This is an optimization exercise on Yosys and OpenROAD, whose aim is small area, not a production implementation. In this exercise RTL edits were held to simulation tests only and were not proved equivalent to the original. No activity file was given, so power comes from the tool's default toggle rates.

===== flow/flow/run.sh =====
#!/bin/bash
# Standard ORFS layout (standard.sh) with two changes:
# - port buffers use the smallest buffer cell (sky130_fd_sc_hd__buf_1);
# - clock tree: clkbuf_16 for the root and trunk, clkbuf_8 for the sink
#   clusters of up to 20 registers, no dummy loads.
set -e
export BUFFER_PORTS_ARGS="-buffer_cell sky130_fd_sc_hd__buf_1"
export CTS_ARGS="-sink_clustering_enable -repair_clock_nets -sink_clustering_size 20 -sink_clustering_max_diameter 50 -root_buf sky130_fd_sc_hd__clkbuf_16 -tree_buf sky130_fd_sc_hd__clkbuf_16 -sink_clustering_buffer sky130_fd_sc_hd__clkbuf_8 -buf_list {sky130_fd_sc_hd__clkbuf_8 sky130_fd_sc_hd__clkbuf_16} -dont_use_dummy_load"
bash standard.sh > standard.log 2>&1

===== flow/standard.sh =====
#!/bin/bash
# synth_recipe.tcl (not shown) runs the flow's synth.tcl, then flattens the netlist and writes it again
# the make line also repeats each setting of config.mk as NAME=value (left out here)
make -C /OpenROAD-flow-scripts/flow DESIGN_CONFIG=/design/flow/config.mk WORK_HOME=/design/flow/orfs CLKGATE_MAP_FILE= SYNTH_SCRIPT=/design/flow/synth_recipe.tcl "${@:-finish}"

===== flow/config.mk =====
export PLATFORM = sky130hd
export DESIGN_NAME = goertzel_bin_scheduler
export DESIGN_NICKNAME = goertzel_bin_scheduler
export VERILOG_FILES = /design/flow/design.v
export SDC_FILE = /design/flow/constraint.sdc
export NUM_CORES = 4
export LEC_CHECK = 0
export ABC_AREA = 1
export CAP_MARGIN = 20
export CORE_MARGIN = 2
export CORE_UTILIZATION = 70
export SLEW_MARGIN = 20

===== flow/constraint.sdc =====
create_clock -name core_clock -period 6.5 [get_ports {clk}]
set_input_delay 1.3000 -clock core_clock [delete_from_list [all_inputs] [get_ports {clk}]]
set_output_delay 1.3000 -clock core_clock [all_outputs]
set_load 0.01 [all_outputs]

===== flow/design.v =====
module goertzel_bin_scheduler #(
  parameter int X_WIDTH      = 16,
  parameter int W_WIDTH      = 16,
  parameter int CHANELS      = 2,
  parameter int FRAME_LENGTH = 64,
  parameter int N_BINS       = 4,
  localparam int BW = (N_BINS > 1) ? $clog2(N_BINS) : 1,
  localparam int XW = CHANELS * X_WIDTH
) (
  input  logic                      clk,
  input  logic                      rstn,
  input  logic                      s_valid,
  output logic                      s_ready,
  input  logic [XW-1:0]             s_x,
  input  logic                      cfg_we,
  input  logic [BW-1:0]             cfg_bin,
  input  logic signed [W_WIDTH-1:0] cfg_w_re,
  input  logic signed [W_WIDTH-1:0] cfg_w_im,
  output logic                      eng_valid,
  output logic [XW-1:0]             eng_x,
  output logic signed [W_WIDTH-1:0] eng_w_re,
  output logic signed [W_WIDTH-1:0] eng_w_im,
  input  logic                      eng_valid_o,
  output logic                      res_valid,
  output logic [BW-1:0]             res_bin,
  output logic                      res_last,
  output logic                      busy,
  output logic                      seq_err
);
  localparam int AW = $clog2(FRAME_LENGTH);
  localparam logic [AW-1:0] LAST_IDX = AW'(FRAME_LENGTH - 1);
  localparam logic [BW-1:0] LAST_BIN = BW'(N_BINS - 1);
  logic                      run;       
  logic                      drain;     
  logic                      fill;
  logic [AW-1:0]             cnt;       
  logic [BW-1:0]             bin;
  localparam int NG = FRAME_LENGTH / 4;
  logic [XW-1:0]             q0 [NG];
  logic [XW-1:0]             q1 [NG];
  logic [XW-1:0]             q2 [NG];
  logic [XW-1:0]             q3 [NG];
  logic [XW-1:0]             rx;        
  logic [XW-1:0]             d2;        
  logic [XW-1:0]             d3;        
  logic [XW-1:0]             wsrc;
  logic                      v1, v2, v3;  
  logic [1:0]                ph;        
  logic [1:0]                z;         
  logic [3:0]                tap;       
  logic [3:0]                wsel;      
  logic [N_BINS-1:0]         ld_sel;    
  logic                      arr;
  logic                      slot;
  logic                      wr;
  logic                      shift;
  logic signed [W_WIDTH-1:0] tbl_re [N_BINS];
  logic signed [W_WIDTH-1:0] tbl_im [N_BINS];
  logic [N_BINS-1:0]         tbl_vld;   
  logic signed [W_WIDTH-1:0] act_re;
  logic signed [W_WIDTH-1:0] act_im;
  logic signed [W_WIDTH-1:0] act_re_d;
  logic signed [W_WIDTH-1:0] act_im_d;
  logic [BW-1:0]             ld_bin;
  logic                      seq_err_r;
  logic                      step;
  logic                      last;
  assign fill = !run && !drain;
  assign step = (fill && s_valid) || run;
  assign last = step && (cnt == LAST_IDX);
  assign arr   = fill && s_valid;
  assign slot  = (ph == 2'd0) || (fill && (cnt == '0));
  assign wr    = slot && (v1 || v2 || v3 || arr);
  assign shift = fill ? wr : slot;
  assign wsel[3] = v3;
  assign wsel[2] = !v3 && v2;
  assign wsel[1] = !v3 && !v2 && (v1 || !fill);
  assign wsel[0] = !v3 && !v2 && !v1 && fill;
  assign wsrc = ({XW{wsel[3]}} & d3) | ({XW{wsel[2]}} & d2) |
                ({XW{wsel[1]}} & rx) | ({XW{wsel[0]}} & s_x);
  always_ff @(posedge clk) begin
    rx <= fill ? s_x : q3[NG-1];
    d2 <= rx;
    d3 <= d2;
    q0[0] <= shift ? wsrc : q3[0];
    for (int j = 1; j < NG; j++) begin
      q0[j] <= shift ? q3[j-1] : q3[j];
    end
    for (int j = 0; j < NG; j++) begin
      q1[j] <= q0[j];
      q2[j] <= q1[j];
      q3[j] <= q2[j];
    end
  end
  always_ff @(posedge clk) begin
    ph <= shift ? 2'd0 : ph + 2'd1;
    z  <= (fill && (cnt == '0) && arr) ? 2'd0 : z + 2'd1;
    if (last && fill) begin
      case (z)
        2'd0:    tap <= 4'b0010;
        2'd1:    tap <= 4'b0100;
        2'd2:    tap <= 4'b1000;
        default: tap <= 4'b0001;
      endcase
    end
    if (!rstn) begin
      v1 <= 1'b0;
      v2 <= 1'b0;
      v3 <= 1'b0;
    end else begin
      v1 <= arr && !(wr && !v1 && !v2 && !v3);
      v2 <= v1 && !(wr && !v2 && !v3);
      v3 <= v2 && !(wr && !v3);
    end
  end
  always_ff @(posedge clk) begin
    if (cfg_we) begin
      tbl_re[cfg_bin] <= cfg_w_re;
      tbl_im[cfg_bin] <= cfg_w_im;
    end
  end
  always_ff @(posedge clk) begin
    if (!rstn) begin
      tbl_vld <= '0;
    end else if (cfg_we) begin
      tbl_vld[cfg_bin] <= 1'b1;
    end
  end
  assign ld_bin = drain ? bin + BW'(1) : '0;
  always_comb begin
    act_re_d = '0;
    act_im_d = '0;
    for (int e = 0; e < N_BINS; e++) begin
      ld_sel[e] = (ld_bin == BW'(e)) && tbl_vld[e];
      act_re_d = act_re_d | ({W_WIDTH{ld_sel[e]}} & tbl_re[e]);
      act_im_d = act_im_d | ({W_WIDTH{ld_sel[e]}} & tbl_im[e]);
    end
  end
  always_ff @(posedge clk) begin
    if (!run) begin
      act_re <= act_re_d;
      act_im <= act_im_d;
    end
  end
  always_ff @(posedge clk) begin
    if (!rstn) begin
      run       <= 1'b0;
      drain     <= 1'b0;
      cnt       <= '0;
      bin       <= '0;
      seq_err_r <= 1'b0;
    end else begin
      if (eng_valid_o && !drain) begin
        seq_err_r <= 1'b1;
      end
      if (step) begin
        cnt <= cnt + AW'(1);
      end
      if (last) begin
        run   <= fill;
        drain <= run;
        if (fill) begin
          bin <= '0;
        end
      end else if (drain) begin
        drain <= 1'b0;
        if (bin != LAST_BIN) begin
          bin <= bin + BW'(1);
          run <= 1'b1;
        end
      end
    end
  end
  assign s_ready   = fill;
  assign eng_valid = run;
  assign eng_x = ({XW{tap[0]}} & q0[NG-1]) | ({XW{tap[1]}} & q1[NG-1]) |
                 ({XW{tap[2]}} & q2[NG-1]) | ({XW{tap[3]}} & q3[NG-1]);
  assign eng_w_re  = act_re;
  assign eng_w_im  = act_im;
  assign res_valid = drain && eng_valid_o;
  assign res_bin   = bin;
  assign res_last  = res_valid && (bin == LAST_BIN);
  assign busy      = !fill;
  assign seq_err   = seq_err_r;
endmodule

==> results.py, run 1 <==
metrics = {
    "placed_design": {
        "portBuffers": 142,
        "pre_cts_ws_ps": 3049,
        "placedCellCount": 5807,
        "place_hpwl_um": 54820,
        "gp_congestion": 0.8418,
        "dpl_cell_area_um2": 59400,
    },
    "cts": {
        "cts_buffer_depth": 3,
        "cts-root-buf": "clkbuf_16",
        "cts_resized": 0,
        "worstSkewPairLatency_ps": 710,
        "clk_pin_slew_ps": 110,
        "cts_made_buffers": 144,
        "ctsHoldBuffers": 0,
        "cts_tree": "done",
        "h-tree-depth": 4,
        "numClockSinks": 2330,
        "cts_setup_buffers": 0,
    },
    "flow_run": {
        "max-cap-violations": 0,
    },
    "final_layout": {
        "synthToLayoutAreaGrowth_pct": 5.723,
        "seqCellArea_um2": 48290,
        "final_area_um2": 61600,
        "final_cell_mix": "dfxtp_1 (2166), nand2_1 (1947), edfxtp_1 (164)",
        "fill_cells": 5560,
        "layout-drive-gt1-share_pct": 3.852,
        "instances_no_fill": 5962,
        "multi_input_area_um2": 8768,
        "fin_nets": 4962,
        "postLayoutCoreUtil_pct": 74.90,
        "final_common_cell": "dfxtp_1",
    },
    "power_and_ir_drop": {
        "total_power_mw": 26.14,
        "power_switching_mw": 5.974,
        "pwr_density_cell_nw_per_um2": 424.4,
        "p_int_mw": 20.17,
        "seqPwrFrac_pct": 70.5,
        "irDropWorstVdd_mv": 0.3073,
        "comb_power_share_pct": 6.1,
        "switching_share_pct": 22.85,
        "clockPowerShare_pct": 23.4,
        "leakage_nw": 26.37,
    },
    "timing": {
        "fin_skew_ps": 41.45,
        "rsz0062_at_grt": "false",
        "setup_viol": 0,
        "fmax_mhz": 276.3,
        "period_needed_ps": 3619,
        "whs_ps": 295.4,
        "tightest_slew_ps": 1081,
        "hold_viol": 0,
        "slew_headroom_pct": 27.75,
        "slew_violations": 0,
        "period_share_pct": 55.68,
        "fin_setup_tns_ps": 0,
        "fin_ws_ps": 2881,
    },
    "global_route": {
        "grt.total_usage_pct": 22.15,
        "grt.overflow.total": 0,
        "met2_usage_pct": 35.76,
        "grt_max_degree": 197,
        "grtUsageMet1_pct": 30.01,
        "grt_pass1_vias": 29470,
        "grt-busiest-layer": "met2",
        "grt_pass1_wl_um": 150800,
        "antenna_found_initial": 5,
        "grt_use_met3_pct": 4.014,
    },
    "yosys": {
        "synth_cell_types": 30,
        "yosys_warnings": 5,
        "syn_nets": 4815,
        "ys_seq_area_share_pct": 82.87,
        "netlist_area_um2": 58270,
        "syn_avg_cell_area_um2": 12.30,
        "syn_inst": 4736,
        "synth-seq-cells": 2330,
    },
    "run_status": {
        "status": "complete, no violations",
    },
    "die": {
        "chipWidth_um": 292.5,
        "start_util_pct": 70.85,
        "die_h_um": 292.5,
        "core_um2": 82240,
        "dieArea_um2": 85570,
        "io_pins": 143,
        "rows": 105,
    },
    "critical_path": {
        "r2r_cells": 9,
        "startpoint_type": "flop",
        "cp.arrival_ps": 2320,
        "r2r-end": "q0[5][0]$_DFF_P_",
        "path_cells": "inv_1 > buf_4 > o2111ai_1 > buf_1",
        "critPathMaxFanout": 24,
        "r2r_slack_ps": 3130,
        "worst_ep_required_time_ps": 5200,
        "r2r-start": "drain$_SDFF_PN0_",
        "cp_slowest_stage_delay_ps": 410,
        "slowest_stage": "buf_4",
        "endpoint_kind": "output pin",
        "critPathKind": "reg -> out",
    },
    "routing": {
        "first_pass_iters": 5,
        "dr_total_vias": 29240,
        "drc": 0,
        "first_iter_violations": 1717,
        "ant_nets": 0,
        "viasPerCell": 4.905,
        "finalWirelength_um": 93070,
        "routedWlPerCell_um": 15.61,
    },
    "worst_hold_path": {
        "min-delay-path-class": "reg -> reg",
        "min-delay-start": "q1[3][4]$_DFF_P_",
        "hold_depth": 0,
        "min_to": "q2[3][4]$_DFF_P_",
    },
}
## sequential cells by signal, summed over array words and instances (netlist names), 32 cells and up
signal and cells:
d2 32, tbl_re 64, q3 512, d3 32, q0 512, tbl_im 64
q2 512, q1 512, rx 32
## Yosys cell counts (all sizes together)
cell | instances | area (um2)
o2111ai | 32 | 280.3
and3 | 1 | 6.260
buf | 123 | 894.6
clkinv | 2 | 7.510
ha | 8 | 100.1
nor2 | 26 | 110.1
clkbuf | 41 | 153.9
a21oi | 41 | 205.2
nor3 | 6 | 30.03
nor3b | 1 | 7.510
inv | 62 | 232.7
o21a | 1 | 7.510
nand3 | 39 | 195.2
nand4 | 34 | 212.7
o21ai | 38 | 193.9
dfxtp | 2166 | 43360
a21boi | 1 | 7.510
edfxtp | 164 | 4925
nand2 | 1950 | 7337
## worst max-delay path: cells and delay by family, from the launching register on
family                 cells  cell delay [ps]
AO/OA/AOI/OAI              1              340
buffers and inverters      3              920
flip-flops                 1              360
## kinds of logic after synthesis
group | Yosys count | synth area share [%]
flip-flops | 2330 | 82.87
adder cells (fa/ha/maj) | 8 | 0.1718
buffers and inverters | 228 | 2.212
AND/OR/NAND/NOR | 2057 | 13.56
AO/OA/AOI/OAI | 113 | 1.192
## power groups by stage
stage	clock network (mW)	logic [mW]	registers [mW]
after global routing	6.86	1.84	18.7
after detailed placement	0	1.62	18.7
after global placement	0	1.57	18.7
after CTS	6.31	1.63	18.5
after floorplan	0	1.34	18.3
final	6.12	1.59	18.4
## cell type report
class / count / area share (%)
sequential: 2330 / 78.38
multi-input combinational: 2178 / 14.23
clock buffer: 144 / 3.528
tap: 1070 / 2.173
timing repair buffer: 165 / 1.247
inverter: 64 / 0.3900
antenna: 11 / 0.04468
## layer usage
layer  vias to the layer above  share of wire, %
li1                      14830                 -
met5                         -                 0
met1                     13760                46
met3                       208               3.8
met2                       443                47
met4                         0               3.3
## how the worst max path moves through the flow
stage	startpoint	to	slack, ps	cells after the start
CTS	tap[3]$_DFFE_PP_	eng_x[0]	2860	4
global route	tap[3]$_DFFE_PP_	eng_x[0]	2800	4
detailed placement	s_valid	q0[7][2]$_DFF_P_	3050	10
finish	tap[3]$_DFFE_PP_	eng_x[0]	2880	4
global placement	s_valid	q0[14][1]$_DFF_P_	3040	10
floorplan	cfg_bin[1]	tbl_im[0][0]$_DFFE_PP_	2410	1
==> run 2: changes to the inputs <==
--- a/flow/design.v
+++ b/flow/design.v
@@ -47,5 +47,5 @@
   logic                      v1, v2, v3;  
   logic [1:0]                ph;        
-  logic [1:0]                z;         
+  logic [1:0]                tap_idx;   
   logic [3:0]                tap;       
   logic [3:0]                wsel;      
@@ -70,7 +70,8 @@
   assign last = step && (cnt == LAST_IDX);
   assign arr   = fill && s_valid;
-  assign slot  = (ph == 2'd0) || (fill && (cnt == '0));
+  assign slot  = (ph == 2'd0);
   assign wr    = slot && (v1 || v2 || v3 || arr);
   assign shift = fill ? wr : slot;
+  assign tap_idx = ph - 2'd1 - (2'(v1) + 2'(v2) + 2'(v3));
   assign wsel[3] = v3;
   assign wsel[2] = !v3 && v2;
@@ -94,13 +95,7 @@
   end
   always_ff @(posedge clk) begin
-    ph <= shift ? 2'd0 : ph + 2'd1;
-    z  <= (fill && (cnt == '0) && arr) ? 2'd0 : z + 2'd1;
+    ph <= (shift || !rstn) ? 2'd0 : ph + 2'd1;
     if (last && fill) begin
-      case (z)
-        2'd0:    tap <= 4'b0010;
-        2'd1:    tap <= 4'b0100;
-        2'd2:    tap <= 4'b1000;
-        default: tap <= 4'b0001;
-      endcase
+      tap <= 4'b0001 << tap_idx;
     end
     if (!rstn) begin
==> run 2 against run 1 <==
Power decreased by 3.7%. Sequential share of layout area up 0.21 points. Combinational power decreased by 19%. Flip-flop and latch count decreased by 2. Cell area is 0.35% lower. Critical path depth rose by 1. Count of clock-buffer cells in the layout did not move. Worst setup slack worse by 430 ps. Via count down 1.7%. Wire length is 1.6% lower. Critical endpoint is now s_ready. Cell count shrank 1.6%. First-iteration DRC count is 1.6% lower.
==> results.py, run 2 <==
metrics = {
    "yosys": {
        "synth-seq-cells": 2328,
        "syn_nets": 4725,
        "yosysMostFrequentCell": "dfxtp_1",
        "ys_top_cells_by_count": "dfxtp_1 (2164), nand2_1 (1784), edfxtp_1 (164), inv_1 (91), buf_2 (86)",
        "synthFlopType": "dfxtp_1",
        "netlist_area_um2": 57850,
        "synth_top_cell_area_share_pct": 74.89,
        "synth_top_cell_by_area": "dfxtp_1",
        "postSynth.asyncResetShare_pct": 0,
        "ys_seq_area_share_pct": 83.40,
        "synth-edff-count": 164,
        "synthTopCellsByArea": "dfxtp_1 (75%), nand2_1 (12%), edfxtp_1 (8.5%)",
        "syn_inst": 4647,
        "yosys_warnings": 5,
        "syn_avg_cell_area_um2": 12.45,
        "synth_cell_types": 29,
    },
    "cts": {
        "worstSkewPairLatency_ps": 720,
        "cts_setup_buffers": 0,
        "clk_pin_slew_ps": 100,
        "numClockSinks": 2328,
        "ctsHoldBuffers": 0,
        "h-tree-depth": 4,
        "cts_made_buffers": 144,
        "cts-root-buf": "clkbuf_16",
        "cts_buffer_depth": 3,
        "cts_resized": 0,
        "cts_tree": "done",
    },
    "placed_design": {
        "portBuffers": 142,
        "place_hpwl_um": 53570,
        "gp_congestion": 0.7917,
    },
    "final_layout": {
        "final_common_cell": "dfxtp_1",
        "fin_nets": 4876,
        "seqCellArea_um2": 48250,
        "final_cell_mix": "dfxtp_1 (2164), nand2_1 (1784), edfxtp_1 (164)",
        "synthToLayoutAreaGrowth_pct": 6.112,
        "layout-drive-gt1-share_pct": 3.795,
        "multi_input_area_um2": 8507,
        "fill_cells": 5527,
    },
    "routing": {
        "finalWirelength_um": 91560,
        "first_pass_iters": 7,
        "viasPerCell": 4.900,
        "ant_nets": 0,
        "drc": 0,
        "first_iter_violations": 1689,
        "routedWlPerCell_um": 15.60,
        "dr_total_vias": 28760,
    },
    "power_and_ir_drop": {
        "irDropWorstVdd_mv": 0.3503,
        "total_power_mw": 25.17,
        "leakage_nw": 25.95,
        "pwr_density_cell_nw_per_um2": 410.0,
    },
    "die": {
        "dieArea_um2": 84960,
        "core_um2": 81980,
        "start_util_pct": 70.57,
        "io_pins": 143,
        "rows": 105,
        "chipWidth_um": 291.5,
        "die_h_um": 291.5,
    },
    "global_route": {
        "grt_pass1_wl_um": 145700,
        "antenna_found_initial": 2,
        "grt_pass1_vias": 28210,
        "grt.total_usage_pct": 21.57,
        "grt_max_degree": 149,
        "grt.overflow.total": 0,
    },
    "timing": {
        "tightest_slew_ps": 1077,
        "fin_setup_tns_ps": 0,
        "slew_headroom_pct": 28.18,
        "rsz0062_at_grt": "false",
        "setup_viol": 0,
        "fmax_mhz": 247.1,
        "fin_skew_ps": 51.47,
        "period_share_pct": 62.26,
        "slew_violations": 0,
        "period_needed_ps": 4047,
        "hold_viol": 0,
    },
    "critical_path": {
        "critPathKind": "reg -> out",
        "cp.arrival_ps": 2750,
        "critPathMaxFanout": 66,
        "worst_ep_required_time_ps": 5200,
        "endpoint_kind": "output pin",
        "startpoint_type": "flop",
    },
    "run_status": {
        "status": "complete, no violations",
    },
    "flow_run": {
        "max-cap-violations": 0,
    },
    "worst_hold_path": {
        "min-delay-path-class": "reg -> reg",
    },
}
## run 2: changes by cell type in the layout (fill, tap and decap cells not counted), moves of 3 or more
cell	before	now
nand2_1	1947	1784
ha_1	8	5
inv_1	57	91
o21ai_0	36	82
diode_2	11	2
a22o_1	0	32
a21oi_1	41	9
## run 2: final cells by class
class,instances,share of cell area (%)
Timing Repair Buffer,164,1.219
Multi-Input combinational cell,2064,13.86
Antenna cell,2,0.008153
Clock buffer,144,3.540
Inverter,96,0.5992
Tap cell,1070,2.181
Sequential cell,2328,78.59
## run 2: cell families (layout without fill, tap and decap cells)
group                      Yosys count  count (layout)  synth area share (%)
AOI/OAI and AO/OA                  159             159                 1.802
xor gates and xnor gates             2               2               0.03028
adders and majority gates            7               7                0.1644
buffers and inverters              255             404                 2.009
DFF                               2328            2328                 83.40
other                                0               2                     0
and+or+nand+nor                   1896            1896                 12.60
## run 2: path summary, 6_finish.rpt
path         depth (start not counted)                  to              start  slack, ps
max reg2reg                          9  q0[11][25]$_DFF_P_   run$_SDFFE_PN0P_       2930
max                                  5             s_ready   run$_SDFFE_PN0P_       2450
min reg2reg                          0   q3[6][25]$_DFF_P_  q2[6][25]$_DFF_P_        300
min                                  0   q3[6][25]$_DFF_P_  q2[6][25]$_DFF_P_        300
## run 2: metrics by stage
step / util (%) / hold WS (ps) / area, um2 / instances / setup WS, ps
2_1_floorplan: - / 309.6 / 57850 / 4647 / 2406
3_3_place_gp: 72.22 / 309.5 / 59210 / 5722 / 2439
3_5_place_dp: 72.22 / 312.1 / 59210 / 5722 / 2401
4_1_cts: 74.87 / 304.7 / 61380 / 5866 / 2366
5_1_grt: 74.88 / 308.1 / 61390 / 5868 / 2250
6_report: 74.88 / 302.0 / 61390 / 5868 / 2453
## run 2: worst max-delay path, stage by stage (launching register included)
cell	delay, ps
dfxtp_1	350
inv_2	610
nand2_2	230
inv_2	110
buf_4	550
buf_1	210
## run 2: report_power, final
group          internal, mW  leakage, nW  switching (mW)
Combinational         0.382         5.54           0.896
Clock                  2.24         1.12            3.87
Sequential             17.0         19.3           0.820
Total                  19.6         26.0            5.59
## run 2: per-layer routing
| layer | global-route usage [%] | share of wire, % |
|---|---|---|
| met5 | 0 | 0 |
| met2 | 34.82 | 46 |
| met4 | 8.247 | 3.2 |
| met3 | 3.459 | 3.7 |
| met1 | 29.66 | 47 |
==> run 3: changes to the inputs <==
==> flow/flow/run.sh (replaced) <==
#!/bin/bash
# Standard ORFS layout (standard.sh) with three changes:
# - synthesis maps the logic with an area-oriented ABC script
#   (flow/abc_area.script, ABC's amap) in place of ORFS's abc_area.script;
#   the rest of the synthesis (registers, flattening, renaming) is the standard flow's own;
# - port buffers use the smallest buffer cell (sky130_fd_sc_hd__buf_1);
# - clock tree: clkbuf_16 for the root and trunk, clkbuf_8 for the sink
#   clusters of up to 20 registers, no dummy loads.
# Each step's output goes to its own log here (synth.log, standard.log).
set -e
export BUFFER_PORTS_ARGS="-buffer_cell sky130_fd_sc_hd__buf_1"
export CTS_ARGS="-sink_clustering_enable -repair_clock_nets -sink_clustering_size 20 -sink_clustering_max_diameter 50 -root_buf sky130_fd_sc_hd__clkbuf_16 -tree_buf sky130_fd_sc_hd__clkbuf_16 -sink_clustering_buffer sky130_fd_sc_hd__clkbuf_8 -buf_list {sky130_fd_sc_hd__clkbuf_8 sky130_fd_sc_hd__clkbuf_16} -dont_use_dummy_load"
rm -rf scripts_area
cp -r "$FLOW_HOME/scripts" scripts_area
cp flow/abc_area.script scripts_area/abc_area.script
SCRIPTS_DIR="$PWD/scripts_area" bash standard.sh synth > synth.log 2>&1
bash standard.sh > standard.log 2>&1
==> flow/flow/abc_area.script (new file) <==
strash
dch -f
amap -F 4 -A 4
topo
==> run 3 against run 2 <==
Cell count decreased by 20%. Utilization increased by 1.1 points. Power increased by 20%. Largest cell class unchanged. Still clean. Fmax increased by 0.19%.
==> results.py, run 3 <==
metrics = {
    "run_status": {
        "status": "complete, no violations",
    },
    "yosys": {
        "syn_inst": 3358,
        "postSynth.asyncResetShare_pct": 0,
        "yosys_warnings": 5,
        "synth-edff-count": 164,
        "ys_seq_area_share_pct": 87.02,
        "syn_avg_cell_area_um2": 16.51,
        "synth-seq-cells": 2328,
        "synthFlopType": "dfxtp_1",
        "synth_top_cell_area_share_pct": 78.14,
        "synthTopCellsByArea": "dfxtp_1 (78%), edfxtp_1 (8.9%), o22a_1 (7.1%)",
        "ys_top_cells_by_count": "dfxtp_1 (2164), o22a_1 (449), edfxtp_1 (164), clkinv_1 (117), a222oi_1 (96)",
        "synth_cell_types": 28,
        "netlist_area_um2": 55440,
        "synth_top_cell_by_area": "dfxtp_1",
        "yosysMostFrequentCell": "dfxtp_1",
        "syn_nets": 3436,
    },
    "critical_path": {
        "r2r-start": "run$_SDFFE_PN0P_",
        "r2r-end": "q0[0][0]$_DFF_P_",
        "startpoint_type": "flop",
        "endpoint_kind": "output pin",
        "worst_ep_required_time_ps": 5200,
        "r2r_cells": 8,
        "crit_family": "flip-flops",
        "slowest_stage": "edfxtp_1",
        "r2r_slack_ps": 2990,
        "critPathMaxFanout": 20,
        "critPathKind": "reg -> out",
        "cp.arrival_ps": 2740,
        "path_cells": "buf_4 > a222oi_1 > nand2_1 > buf_1",
        "path_buf_inv": 2,
        "cp_slowest_stage_delay_ps": 970,
    },
    "routing": {
        "drc": 0,
        "viasPerCell": 5.386,
        "dr_total_vias": 25420,
        "first_pass_iters": 7,
        "wl_met2_um": 39710,
        "top_layer": "met5",
        "finalWirelength_um": 86270,
        "first_iter_violations": 1726,
        "ant_nets": 0,
        "wl_met1_um": 40710,
        "dr_wl_met3_um": 3755,
        "routedWlPerCell_um": 18.28,
    },
    "timing": {
        "fin_skew_ps": 54.17,
        "hold_viol": 0,
        "slew_headroom_pct": 23.49,
        "rsz0062_at_grt": "false",
        "slew_violations": 0,
        "fmax_mhz": 247.6,
        "fin_ws_ps": 2461,
        "tightest_slew_ps": 1148,
        "period_share_pct": 62.14,
        "period_needed_ps": 4039,
        "setup_viol": 0,
    },
    "cts": {
        "worstSkewPairLatency_ps": 710,
        "cts_buffer_depth": 3,
        "cts_made_buffers": 142,
        "h-tree-depth": 4,
        "clk_pin_slew_ps": 110,
        "ctsHoldBuffers": 0,
        "numClockSinks": 2328,
        "cts-root-buf": "clkbuf_16",
        "cts_tree": "done",
        "cts_resized": 0,
        "cts_setup_buffers": 0,
    },
    "die": {
        "dieArea_um2": 81470,
        "core_um2": 78740,
        "start_util_pct": 70.41,
        "rows": 103,
        "die_h_um": 285.4,
        "io_pins": 143,
        "chipWidth_um": 285.4,
    },
    "placed_design": {
        "portBuffers": 142,
        "pre_cts_ws_ps": 2256,
        "placedCellCount": 4578,
        "gp_congestion": 0.7345,
        "place_hpwl_um": 46550,
    },
    "power_and_ir_drop": {
        "leakage_nw": 23.06,
        "pwr_density_cell_nw_per_um2": 503.2,
        "irDropWorstVdd_mv": 0.3399,
        "total_power_mw": 30.10,
    },
    "final_layout": {
        "instances_no_fill": 4720,
        "layout-drive-gt1-share_pct": 4.986,
        "fill_cells": 4730,
        "synthToLayoutAreaGrowth_pct": 7.874,
        "diodes": 0,
        "final_common_cell": "dfxtp_1",
        "final_cell_mix": "dfxtp_1 (2163), o22a_1 (449), edfxtp_1 (164)",
        "fin_nets": 3750,
    },
    "global_route": {
        "grt_pass1_wl_um": 140000,
        "grt_max_degree": 223,
        "antenna_found_initial": 3,
        "grt_pass1_vias": 26560,
        "grt.overflow.total": 0,
        "grt.total_usage_pct": 21.37,
    },
    "worst_hold_path": {
        "min-delay-path-class": "reg -> reg",
        "min_to": "q1[2][18]$_DFF_P_",
        "min-delay-start": "q0[2][18]$_DFF_P_",
        "hold_depth": 0,
    },
    "flow_run": {
        "max-cap-violations": 0,
    },
}
## run 3: changes by cell type in the layout (fill, tap and decap cells not counted), sizes merged, moves of 64 or more
cell    previous run  this run
a222oi             0        96
clkinv             1       116
inv               95         1
nand2           1786        72
nor2              25        89
o22a               0       449
## run 3: how the worst max path moves through the flow
stage                    startpoint           endpoint  slack, ps  cells after the start
2_1_floorplan               s_valid   ph[1]$_SDFF_PP0_      -5810                      6
3_3_place_gp                s_valid  q0[0][22]$_DFF_P_       2340                      8
3_5_place_dp                s_valid  q0[0][18]$_DFF_P_       2260                      8
4_1_cts        tap[0]$_SDFFCE_PP0P_          eng_x[29]       2340                      4
5_1_grt        tap[0]$_SDFFCE_PP0P_          eng_x[29]       2350                      4
6_report       tap[0]$_SDFFCE_PP0P_          eng_x[29]       2460                      4
## run 3: cell families (layout without fill, tap and decap cells)
kind of cell	Yosys count	after routing	share of synthesized area (%)
flops	2328	2328	87.02
compound gates	721	721	10.68
buf+inv	117	429	0.7921
fa+ha+maj	7	7	0.1715
simple gates	185	185	1.332
## run 3: worst reg2reg max path, delay by kind of cell, from the launching register on
kind | cells | cell delay, ps
buffers and inverters | 4 | 2060
flip-flops | 1 | 380
AO/OA/AOI/OAI | 1 | 180
AND/OR/NAND/NOR | 3 | 750
## run 3: routing by layer
| metal | up-vias | global-route usage (%) |
|---|---|---|
| met1 | 12430 | 30.27 |
| met3 | 150 | 3.485 |
| met5 | - | 0 |
| li1 | 12370 | - |
| met2 | 472 | 34.22 |
| met4 | 2 | 6.911 |
## run 3: layout make-up
| cell class | count | area (um2) | share of cell area, % |
|---|---|---|---|
| well taps | 1050 | 1314 | 2.197 |
| inverters | 117 | 451.7 | 0.7552 |
| flip-flops and latches | 2328 | 48250 | 80.67 |
| clock buffers | 142 | 2146 | 3.588 |
| multi-input cells | 913 | 6843 | 11.44 |
| repair buffers | 170 | 805.8 | 1.347 |
## run 3: where the power goes
part           internal, mW  switching (mW)  total, mW  leakage, nW
Combinational          1.21            1.02       2.23         2.25
Sequential             19.9            1.87       21.8         19.7
Clock                  2.22            3.84       6.05         1.11
Total                  23.4            6.72       30.1         23.1
## run 3: per-stage QoR
stage	TNS [ps]	utilization (%)	hold WS, ps	instance area (um2)
floorplan	-2785420	-	309.6	55510
global placement	0	73.23	310.1	57660
detailed placement	0	73.23	312.1	57660
CTS	0	75.95	307.5	59810
global route	0	75.95	314.0	59810
finish	0	75.95	309.0	59810
==> run 4: changes to the inputs <==
--- a/flow/design.v
+++ b/flow/design.v
@@ -48,8 +48,11 @@
   logic [1:0]                ph;        
   logic [1:0]                tap_idx;   
-  logic [3:0]                tap;       
+  logic [1:0]                tap;       
   logic [3:0]                wsel;      
   logic [N_BINS-1:0]         ld_sel;    
   logic                      arr;
+  logic [2:0]                pc;        
+  logic                      pinv;      
+  logic                      xinv;      
   logic                      slot;
   logic                      wr;
@@ -74,4 +77,6 @@
   assign shift = fill ? wr : slot;
   assign tap_idx = ph - 2'd1 - (2'(v1) + 2'(v2) + 2'(v3));
+  assign pinv  = pc[2] && (fill || v1 || v2 || v3);
+  assign xinv  = !(3'(pc - 3'(tap) - 3'd1) >> 2);
   assign wsel[3] = v3;
   assign wsel[2] = !v3 && v2;
@@ -84,7 +89,7 @@
     d2 <= rx;
     d3 <= d2;
-    q0[0] <= shift ? wsrc : q3[0];
+    q0[0] <= ~(shift ? (wsrc ^ {XW{pinv}}) : q3[0]);
     for (int j = 1; j < NG; j++) begin
-      q0[j] <= shift ? q3[j-1] : q3[j];
+      q0[j] <= ~(shift ? q3[j-1] : q3[j]);
     end
     for (int j = 0; j < NG; j++) begin
@@ -96,6 +101,11 @@
   always_ff @(posedge clk) begin
     ph <= (shift || !rstn) ? 2'd0 : ph + 2'd1;
+    if (!rstn) begin
+      pc <= '0;
+    end else if (!drain) begin
+      pc <= pc + 3'd1;
+    end
     if (last && fill) begin
-      tap <= 4'b0001 << tap_idx;
+      tap <= tap_idx;
     end
     if (!rstn) begin
@@ -169,6 +179,13 @@
   assign s_ready   = fill;
   assign eng_valid = run;
-  assign eng_x = ({XW{tap[0]}} & q0[NG-1]) | ({XW{tap[1]}} & q1[NG-1]) |
-                 ({XW{tap[2]}} & q2[NG-1]) | ({XW{tap[3]}} & q3[NG-1]);
+  always_comb begin
+    case (tap)
+      2'd0:    eng_x = q0[NG-1];
+      2'd1:    eng_x = q1[NG-1];
+      2'd2:    eng_x = q2[NG-1];
+      default: eng_x = q3[NG-1];
+    endcase
+    eng_x = eng_x ^ {XW{xinv}};
+  end
   assign eng_w_re  = act_re;
   assign eng_w_im  = act_im;
==> run 4 against run 3 <==
Still clean on timing, DRC and antenna. Sequential share of layout area increased by 0.87 points. Cell count increased by 1.1%. Combinational power increased by 4%. Clock skew decreased by 1.4 ps. Power increased by 6.1%. Count of clock-buffer cells in the layout increased by 1. Worst hold slack got worse by 26 ps. Sequential power increased by 8%. Via count increased by 4.2%. Critical path type unchanged. Largest power group unchanged.
==> results.py, run 4 <==
metrics = {
    "run_status": {
        "status": "complete, no violations",
    },
    "die": {
        "rows": 102,
        "io_pins": 143,
        "chipWidth_um": 283.5,
        "start_util_pct": 70.61,
        "die_h_um": 283.5,
        "dieArea_um2": 80390,
        "core_um2": 77470,
    },
    "cts": {
        "h-tree-depth": 4,
        "cts_tree": "done",
        "cts_buffer_depth": 3,
        "clk_pin_slew_ps": 110,
        "ctsHoldBuffers": 0,
        "cts-root-buf": "clkbuf_16",
        "cts_made_buffers": 143,
        "cts_resized": 0,
        "cts_setup_buffers": 0,
        "numClockSinks": 2329,
        "worstSkewPairLatency_ps": 720,
    },
    "worst_hold_path": {
        "min-delay-path-class": "reg -> reg",
    },
    "final_layout": {
        "layout-drive-gt1-share_pct": 5.177,
        "synthToLayoutAreaGrowth_pct": 8.168,
        "final_area_um2": 59170,
        "multi_input_area_um2": 6128,
        "fill_cells": 4727,
        "postLayoutCoreUtil_pct": 76.38,
        "final_common_cell": "dfxtp_1",
        "final_cell_mix": "dfxtp_1 (2167), o22ai_1 (544), edfxtp_1 (162)",
        "seqCellArea_um2": 48250,
        "fin_nets": 3810,
        "instances_no_fill": 4770,
    },
    "critical_path": {
        "worst_ep_required_time_ps": 5200,
        "critPathKind": "reg -> out",
        "r2r_cells": 10,
        "crit_family": "simple AND/OR/NAND/NOR gates",
        "r2r-end": "q0[0][18]$_DFF_P_",
        "path_depth": 8,
        "endpoint_kind": "output pin",
        "cpMostUsedCell": "buf_4",
        "critPathMaxFanout": 35,
        "r2r-start": "drain$_SDFF_PN0_",
        "startpoint": "tap[1]$_DFFE_PP_",
        "r2r_slack_ps": 2100,
        "slowest_stage": "nor2_2",
        "startpoint_type": "flop",
        "path_cells": "buf_4 > nor2_2 > buf_4 > a222oi_1 > o22ai_1 > nor2_1 > a21oi_1 > buf_1",
        "cp.arrival_ps": 3870,
        "path_buf_inv": 3,
        "crit_path_end": "eng_x[30]",
        "cp_slowest_stage_delay_ps": 930,
    },
    "yosys": {
        "syn_nets": 3491,
        "synth-seq-cells": 2329,
        "ys_seq_area_share_pct": 88.20,
        "ys_top_cells_by_count": "dfxtp_1 (2167), o22ai_1 (544), edfxtp_1 (162), o21ai_0 (136), clkinv_1 (119)",
        "syn_inst": 3411,
        "synth_top_cell_area_share_pct": 79.31,
        "synth_cell_types": 24,
        "netlist_area_um2": 54700,
        "syn_avg_cell_area_um2": 16.04,
        "synthTopCellsByArea": "dfxtp_1 (79%), edfxtp_1 (8.9%), o22ai_1 (6.2%)",
        "yosysMostFrequentCell": "dfxtp_1",
        "yosys_warnings": 5,
        "synth_top_cell_by_area": "dfxtp_1",
        "postSynth.asyncResetShare_pct": 0,
        "synthFlopType": "dfxtp_1",
        "synth-edff-count": 162,
    },
    "power_and_ir_drop": {
        "pwr_density_cell_nw_per_um2": 539.8,
        "total_power_mw": 31.94,
        "leakage_nw": 23.01,
        "irDropWorstVdd_mv": 0.3292,
    },
    "timing": {
        "tightest_slew_ps": 1118,
        "period_share_pct": 79.51,
        "hold_viol": 0,
        "fin_skew_ps": 52.79,
        "slew_violations": 0,
        "fin_setup_tns_ps": 0,
        "setup_viol": 0,
        "period_needed_ps": 5168,
        "whs_ps": 282.6,
        "rsz0062_at_grt": "false",
        "slew_headroom_pct": 25.44,
        "fin_ws_ps": 1332,
        "fmax_mhz": 193.5,
    },
    "global_route": {
        "antenna_found_initial": 2,
        "grt_pass1_wl_um": 147500,
        "grt.overflow.total": 0,
        "grt_max_degree": 218,
        "grt_pass1_vias": 27600,
        "grt.total_usage_pct": 22.83,
    },
    "placed_design": {
        "portBuffers": 142,
        "gp_congestion": 0.7642,
        "dpl_cell_area_um2": 56980,
        "placedCellCount": 4624,
        "place_hpwl_um": 50200,
        "pre_cts_ws_ps": 1682,
    },
    "flow_run": {
        "max-cap-violations": 0,
    },
    "routing": {
        "viasPerCell": 5.553,
        "dr_total_vias": 26490,
        "routedWlPerCell_um": 19.14,
        "first_pass_iters": 8,
        "first_iter_violations": 2107,
        "finalWirelength_um": 91300,
        "ant_nets": 0,
        "drc": 0,
    },
}
## run 4: worst min-delay path by stage
stage,from,end,slack [ps],cells after the start
6_report,q2[6][5]$_DFF_P_,q3[6][5]$_DFF_P_,280,0
5_1_grt,q0[0][18]$_DFF_P_,q1[0][18]$_DFF_P_,300,0
4_1_cts,q1[6][25]$_DFF_P_,q2[6][25]$_DFF_P_,290,0
3_5_place_dp,q0[2][9]$_DFF_P_,q1[2][9]$_DFF_P_,310,0
3_3_place_gp,q1[8][26]$_DFF_P_,q2[8][26]$_DFF_P_,310,0
2_1_floorplan,q0[0][0]$_DFF_P_,q1[0][0]$_DFF_P_,310,0
## run 4: cell families after synthesis
logic type	count (synthesis)	synth area share, %
AOI/OAI and AO/OA	858	10.01
adders and majority gates	9	0.2196
buffers and inverters	119	0.8166
DFF	2329	88.20
and+or+nand+nor	96	0.7480
## run 4: final cells by class
cell class	count	share of cell area [%]
Sequential cell	2329	81.54
Multi-Input combinational cell	963	10.36
Clock buffer	143	3.650
Tap cell	1040	2.199
Timing Repair Buffer	174	1.468
Inverter	119	0.7761
Antenna cell	2	0.008459
## run 4: metal layers
layer	vias to the layer above	part of all wire, %	GRT usage, %
met2	529	46	36.40
met3	173	3.9	3.722
met5	-	0.012	0
met1	13010	47	32.33
met4	2	2.5	7.632
li1	12780	-	-
## run 4: power by group
| group | internal, mW | total, mW | switching (mW) |
|---|---|---|---|
| Sequential | 21.2 | 23.5 | 2.34 |
| Combinational | 1.04 | 2.32 | 1.29 |
| Clock | 2.23 | 6.11 | 3.88 |
| Total | 24.4 | 31.9 | 7.51 |

[port drivers added, routing unchanged]
How much do the figures lean on ideal ports? The routed layouts below were timed once more, with nothing changed but the port constraints.
Step 1 sets driving cells, clkbuf_16 on the clock port and buf_2 on the other inputs (assumed; they add their load-dependent delay and slew).
Step 2, shift: input delay + t, output delay - t, t = (earliest + latest rising clock arrival at the registers) / 2. This alone moves slack from input paths to output paths.
Three values: no drivers, after step 1, after step 2; two values: the first two.
run	shift t [ns]	setup WS [ns]	hold WS [ns]
run 1	0.754	2.881 / 2.817 / 3.049	0.295 / 0.295 / 0.295
run 2	0.760	2.453 / 2.387 / 2.445	0.302 / 0.302 / 0.302
run 3	0.742	2.461 / 2.395 / 2.277	0.309 / 0.309 / 0.309
run 4	0.762	1.332 / 1.261 / 2.023	0.283 / 0.283 / 0.283
After both steps every run listed still meets setup and hold. The setup slack of run 3, which loses most, moves by -0.066 ns with the drivers and by -0.184 ns with both steps.
